From an optimization exercise on the open Yosys and OpenROAD flow, aimed at small area, a short achievable clock period and few clock cycles per item; shortcuts taken in it are not production practice.
In this exercise RTL edits were held to simulation tests only and were not proved equivalent to the original.

// fpu
module fpu (
  input  logic        clk,
  input  logic        rst,
  input  logic        wb_cyc_i,
  input  logic        wb_stb_i,
  input  logic        wb_we_i,
  input  logic [4:0]  wb_adr_i,
  input  logic [31:0] wb_dat_i,
  output logic [31:0] wb_dat_o,
  output logic        wb_ack_o
);
Settings: LEC_CHECK=0, ABC_AREA=1, CAP_MARGIN=20, CORE_MARGIN=2, CORE_UTILIZATION=40, SLEW_MARGIN=20; clock period 11.5 ns.
standard.sh (not shown) runs the stock make flow with config.mk's settings and CLKGATE_MAP_FILE= SYNTH_SCRIPT=/design/flow/synth_recipe.tcl, a recipe that flattens the netlist after the stock synthesis.
==> flow/flow/run.sh <==
#!/bin/bash
set -euo pipefail
bash standard.sh SETUP_SLACK_MARGIN=6.5 finish > standard_flow.log 2>&1
Testbench counts at the start, summed over its fixed seeds: cycles 28,792, ops 2,400.
==> next run, changes <==
--- a/flow/design.v
+++ b/flow/design.v
@@ -61,43 +61,42 @@
   wire [2:0] wop = wb_dat_i[2:0];
   wire op_legal = (wop <= 3'd4);
   wire cmd_go   = cmd_wr & op_legal & ~busy;
   wire wr_a     = wr_req & (wb_adr_i == 5'h00);
   wire wr_b     = wr_req & (wb_adr_i == 5'h04);
   wire wr_c     = wr_req & (wb_adr_i == 5'h08);
-  wire go_addsub = cmd_go & (wop[2:1] == 2'b00);
   always_ff @(posedge clk) begin
     if (wr_a) reg_a <= wb_dat_i;
     if (wr_b) reg_b <= wb_dat_i;
     if (wr_c) reg_c <= wb_dat_i;
   end
   always_ff @(posedge clk) begin
     if (rst) wb_ack_o <= 1'b0;
     else     wb_ack_o <= bus_req;
   end
-  logic [31:0] rd_data;
+  logic [4:0] adr_q;
+  always_ff @(posedge clk) adr_q <= wb_adr_i;
   always_comb begin
-    case (wb_adr_i)
-      5'h00:   rd_data = reg_a;
-      5'h04:   rd_data = reg_b;
-      5'h08:   rd_data = reg_c;
-      5'h10:   rd_data = res_nz ? reg_res : 32'h0;
-      5'h14:   rd_data = {28'h0, overrun, illegal, done | res_we, busy & ~res_we};
-      default: rd_data = 32'h0;
+    case (adr_q)
+      5'h00:   wb_dat_o = reg_a;
+      5'h04:   wb_dat_o = reg_b;
+      5'h08:   wb_dat_o = reg_c;
+      5'h10:   wb_dat_o = res_nz ? reg_res : 32'h0;
+      5'h14:   wb_dat_o = {28'h0, overrun, illegal, done, busy};
+      default: wb_dat_o = 32'h0;
     endcase
   end
-  always_ff @(posedge clk) wb_dat_o <= rd_data;
   logic [2:0]  eng_st;
   logic [31:0] acc;           
   logic [7:0]  esum;
   logic        psign;
   logic        xld;           
   logic [31:0] x_op, y_op;
   logic [1:0]  fsm;
   logic restart_pend;
-  wire  restart_req = wr_a | wr_b | go_addsub;
+  wire  restart_req = wr_a | wr_b;
   wire  eng_restart = rst | ((restart_req | restart_pend) & (fsm != F_WAITX));
   logic [7:0] bd_q;           
   wire [7:0]  a_e1 = (reg_a[30:23] == 8'd0) ? 8'd1 : reg_a[30:23];
   wire [7:0]  b_e1 = (reg_b[30:23] == 8'd0) ? 8'd1 : reg_b[30:23];
   wire [23:0] a_m  = {reg_a[30:23] != 8'd0, reg_a[22:0]};
   wire [23:0] b_m  = {reg_b[30:23] != 8'd0, reg_b[22:0]};
@@ -181,30 +180,26 @@
     end else begin
       pexp  = esum;
       pfrac = acc[29:7];
     end
   end
   always_ff @(posedge clk) begin
-    if (go_addsub)              x_op <= reg_a;
-    else if (eng_st == E_NORM)  x_op <= {psign, pexp, pfrac};
+    if (eng_st == E_NORM) x_op <= {psign, pexp, pfrac};
   end
   always_ff @(posedge clk) begin
-    if (cmd_go) begin
-      case (wop)
-        3'd0:    y_op <= reg_b;
-        3'd1:    y_op <= {~reg_b[31], reg_b[30:0]};
-        3'd4:    y_op <= {~reg_c[31], reg_c[30:0]};
-        default: y_op <= reg_c;
-      endcase
-    end
+    if (!busy) y_op <= reg_c;
   end
-  wire        xs = x_op[31], ys = y_op[31];
-  wire [7:0]  xe = (x_op[30:23] == 8'd0) ? 8'd1 : x_op[30:23];
-  wire [7:0]  ye = (y_op[30:23] == 8'd0) ? 8'd1 : y_op[30:23];
-  wire [23:0] xm = {x_op[30:23] != 8'd0, x_op[22:0]};
-  wire [23:0] ym = {y_op[30:23] != 8'd0, y_op[22:0]};
+  wire        op_as = (op_q[2:1] == 2'b00);
+  wire [31:0] xw = op_as ? reg_a : x_op;
+  wire [31:0] yw = op_as ? reg_b : y_op;
+  wire        xs = xw[31];
+  wire        ys = yw[31] ^ (op_q == 3'd1) ^ (op_q == 3'd4);
+  wire [7:0]  xe = (xw[30:23] == 8'd0) ? 8'd1 : xw[30:23];
+  wire [7:0]  ye = (yw[30:23] == 8'd0) ? 8'd1 : yw[30:23];
+  wire [23:0] xm = {xw[30:23] != 8'd0, xw[22:0]};
+  wire [23:0] ym = {yw[30:23] != 8'd0, yw[22:0]};
   wire        x_big = {xe, xm} >= {ye, ym};
   wire [7:0]  e_big   = x_big ? xe : ye;
   wire [7:0]  e_small = x_big ? ye : xe;
   wire [23:0] m_big   = x_big ? xm : ym;
   wire [23:0] m_small = x_big ? ym : xm;
   wire [7:0]  ediff   = e_big - e_small;
Outcome:
- The changed run finished clean
- first-iteration DRC count rose by 12%
- count of clock-buffer cells in the layout fell by 8
- final area goes up by 0.54%
- global-route usage falls by 1.1 points
- routed wire length fell by 6.9%
Testbench counts after the change, summed over its fixed seeds: cycles 28,792, ops 2,400.

red:
fpu, a different RTL version from the one above (not shown whole).
Size in the first run: about 4100 cells after synthesis, about 350 flip-flops, about 75 I/O pins, about 0.030 mm^2 of cells after synthesis.
Design fpu, start of the top module:
module fpu (
  input  logic        clk,
  input  logic        rst,
  input  logic        wb_cyc_i,
  input  logic        wb_stb_i,
  input  logic        wb_we_i,
  input  logic [4:0]  wb_adr_i,
  input  logic [31:0] wb_dat_i,
  output logic [31:0] wb_dat_o,
  output logic        wb_ack_o
);
make LEC_CHECK=0 ABC_AREA=1 CAP_MARGIN=20 CORE_MARGIN=2 CORE_UTILIZATION=40 SETUP_SLACK_MARGIN=5 SLEW_MARGIN=20 finish   # period 11.5 ns
run.sh (not shown) runs the stock make flow with config.mk's settings and CLKGATE_MAP_FILE= SYNTH_SCRIPT=/design/flow/synth_recipe.tcl, a recipe that flattens the netlist after the stock synthesis.
Stock flow here: none of the scripts above is used.
Testbench counts of red, summed over its fixed seeds: cycles 28,792, ops 2,400.
Changes in blue relative to red:
diff --git a/flow/design.v b/flow/design.v
--- a/flow/design.v
+++ b/flow/design.v
@@ -43,19 +43,19 @@
   input  logic        rst,
   input  logic        wb_cyc_i,
   input  logic        wb_stb_i,
   input  logic        wb_we_i,
   input  logic [4:0]  wb_adr_i,
   input  logic [31:0] wb_dat_i,
   output logic [31:0] wb_dat_o,
   output logic        wb_ack_o
 );
-  localparam logic [2:0] E_S0 = 3'd0, E_S1 = 3'd1, E_S2 = 3'd2, E_NORM = 3'd3, E_IDLE = 3'd4, E_W = 3'd5;
+  localparam logic [2:0] E_S0 = 3'd0, E_S1 = 3'd1, E_S2 = 3'd2, E_NORM = 3'd3, E_IDLE = 3'd4;
   localparam logic [1:0] F_IDLE = 2'd0, F_EVAL = 2'd1, F_WAITX = 2'd2, F_ADD2 = 2'd3;
   logic [31:0] reg_a, reg_b, reg_c, reg_res;
   logic        busy, done, illegal, overrun, res_nz;
   logic        res_we;
   logic [31:0] res_d;
   wire bus_req  = wb_cyc_i & wb_stb_i & ~wb_ack_o;
   wire wr_req   = bus_req & wb_we_i;
   wire cmd_wr   = wr_req & (wb_adr_i == 5'h0C);
   wire [2:0] wop = wb_dat_i[2:0];
@@ -96,50 +96,34 @@
   logic restart_pend;
   wire  restart_req = wr_a | wr_b | go_addsub;
   wire  eng_restart = rst | ((restart_req | restart_pend) & (fsm != F_WAITX));
   logic [7:0] bd_q;           
   wire [7:0]  a_e1 = (reg_a[30:23] == 8'd0) ? 8'd1 : reg_a[30:23];
   wire [7:0]  b_e1 = (reg_b[30:23] == 8'd0) ? 8'd1 : reg_b[30:23];
   wire [23:0] a_m  = {reg_a[30:23] != 8'd0, reg_a[22:0]};
   wire [23:0] b_m  = {reg_b[30:23] != 8'd0, reg_b[22:0]};
   wire [31:0] acc_in = (eng_st == E_S0) ? 32'd0 : {8'd0, acc[31:8]};
-  logic [25:0] a3_q;
-  always_ff @(posedge clk) a3_q <= {2'b00, a_m} + {1'b0, a_m, 1'b0};
-  logic [31:0] pp [4];
-  always_comb begin
-    for (int j = 0; j < 4; j++) begin
-      case (bd_q[2*j +: 2])
-        2'd0:    pp[j] = 32'd0;
-        2'd1:    pp[j] = {8'd0, a_m} << (2*j);
-        2'd2:    pp[j] = {7'd0, a_m, 1'b0} << (2*j);
-        default: pp[j] = {6'd0, a3_q} << (2*j);
-      endcase
-    end
-  end
-  wire [31:0] acc_nx = acc_in + pp[0] + pp[1] + pp[2] + pp[3];
+  wire [31:0] acc_nx = acc_in + a_m * bd_q;
   always_ff @(posedge clk) begin
     acc <= acc_nx;
     if (eng_st == E_S0) begin
       esum  <= a_e1 + b_e1 - 8'd127;
       psign <= reg_a[31] ^ reg_b[31];
     end
   end
   always_ff @(posedge clk) begin
     if (rst) restart_pend <= 1'b0;
     else     restart_pend <= (restart_req | restart_pend) & (fsm == F_WAITX);
-    if (eng_restart && wr_a && !rst) begin
-      eng_st <= E_W;            
-    end else if (eng_restart) begin
+    if (eng_restart) begin
       eng_st <= E_S0;
       bd_q   <= wr_b ? wb_dat_i[7:0] : reg_b[7:0];
     end else begin
       case (eng_st)
-        E_W:     begin eng_st <= E_S0; bd_q <= reg_b[7:0];  end
         E_S0:    begin eng_st <= E_S1; bd_q <= b_m[15:8];  end
         E_S1:    begin eng_st <= E_S2; bd_q <= b_m[23:16]; end
         E_S2:    eng_st <= E_NORM;
         default: eng_st <= E_IDLE;
       endcase
     end
     xld <= (eng_st == E_NORM);
   end
   logic [2:0]  psh;
==> comparison <==
red -> blue: synthesized cell count decreased slightly
Lower adder and majority gate portion of the synthesized area was reported by red, not blue.
Finished layout cell area, blue and red: higher on red
From red to blue the numbers moved as follows: synthesized area decreased 0.83%, first-pass GRT wire length shrank by about 9%.
Testbench counts of blue, summed over its fixed seeds: cycles 28,792, ops 2,400.

## port drivers added, routing unchanged
Ports are ideal in the flow. The routed layouts listed here were re-timed in OpenROAD. Step 1, drivers: a clkbuf_16 drives clk and a buf_2 each remaining input, both assumed. Step 2 moves the port delays by t, midway between the first and last clock arrival at a register: inputs arrive t later, outputs are due t later. That takes back most of the time a late clock gives input paths. Three values: no drivers, after step 1, after step 2; two values: the first two.
| run | t (ns) | slack for setup (ns) | hold slack, ns | latest minus earliest clock arrival (ns) | pins driven straight from the clock port |
|---|---|---|---|---|---|
| the first run of note 1 | 0.670 | 6.575 / 6.598 / 5.948 | 0.435 / 0.435 / 0.435 | 0.034 / 0.034 | 1 |
| the second run of note 1 | 0.665 | 6.488 / 6.488 / 6.266 | 0.440 / 0.440 / 0.440 | 0.049 / 0.048 | 1 |
| red | 0.657 | 5.328 / 5.328 / 5.328 | 0.455 / 0.455 / 0.455 | 0.029 / 0.029 | 1 |
| blue | 0.617 | 5.575 / 5.575 / 5.031 | 0.463 / 0.463 / 0.463 | 0.016 / 0.015 | 1 |
After both steps every run listed still meets setup and hold. For the first run of note 1, which loses most, drivers alone change the setup slack by +0.023 ns; drivers and shift together by -0.627 ns.
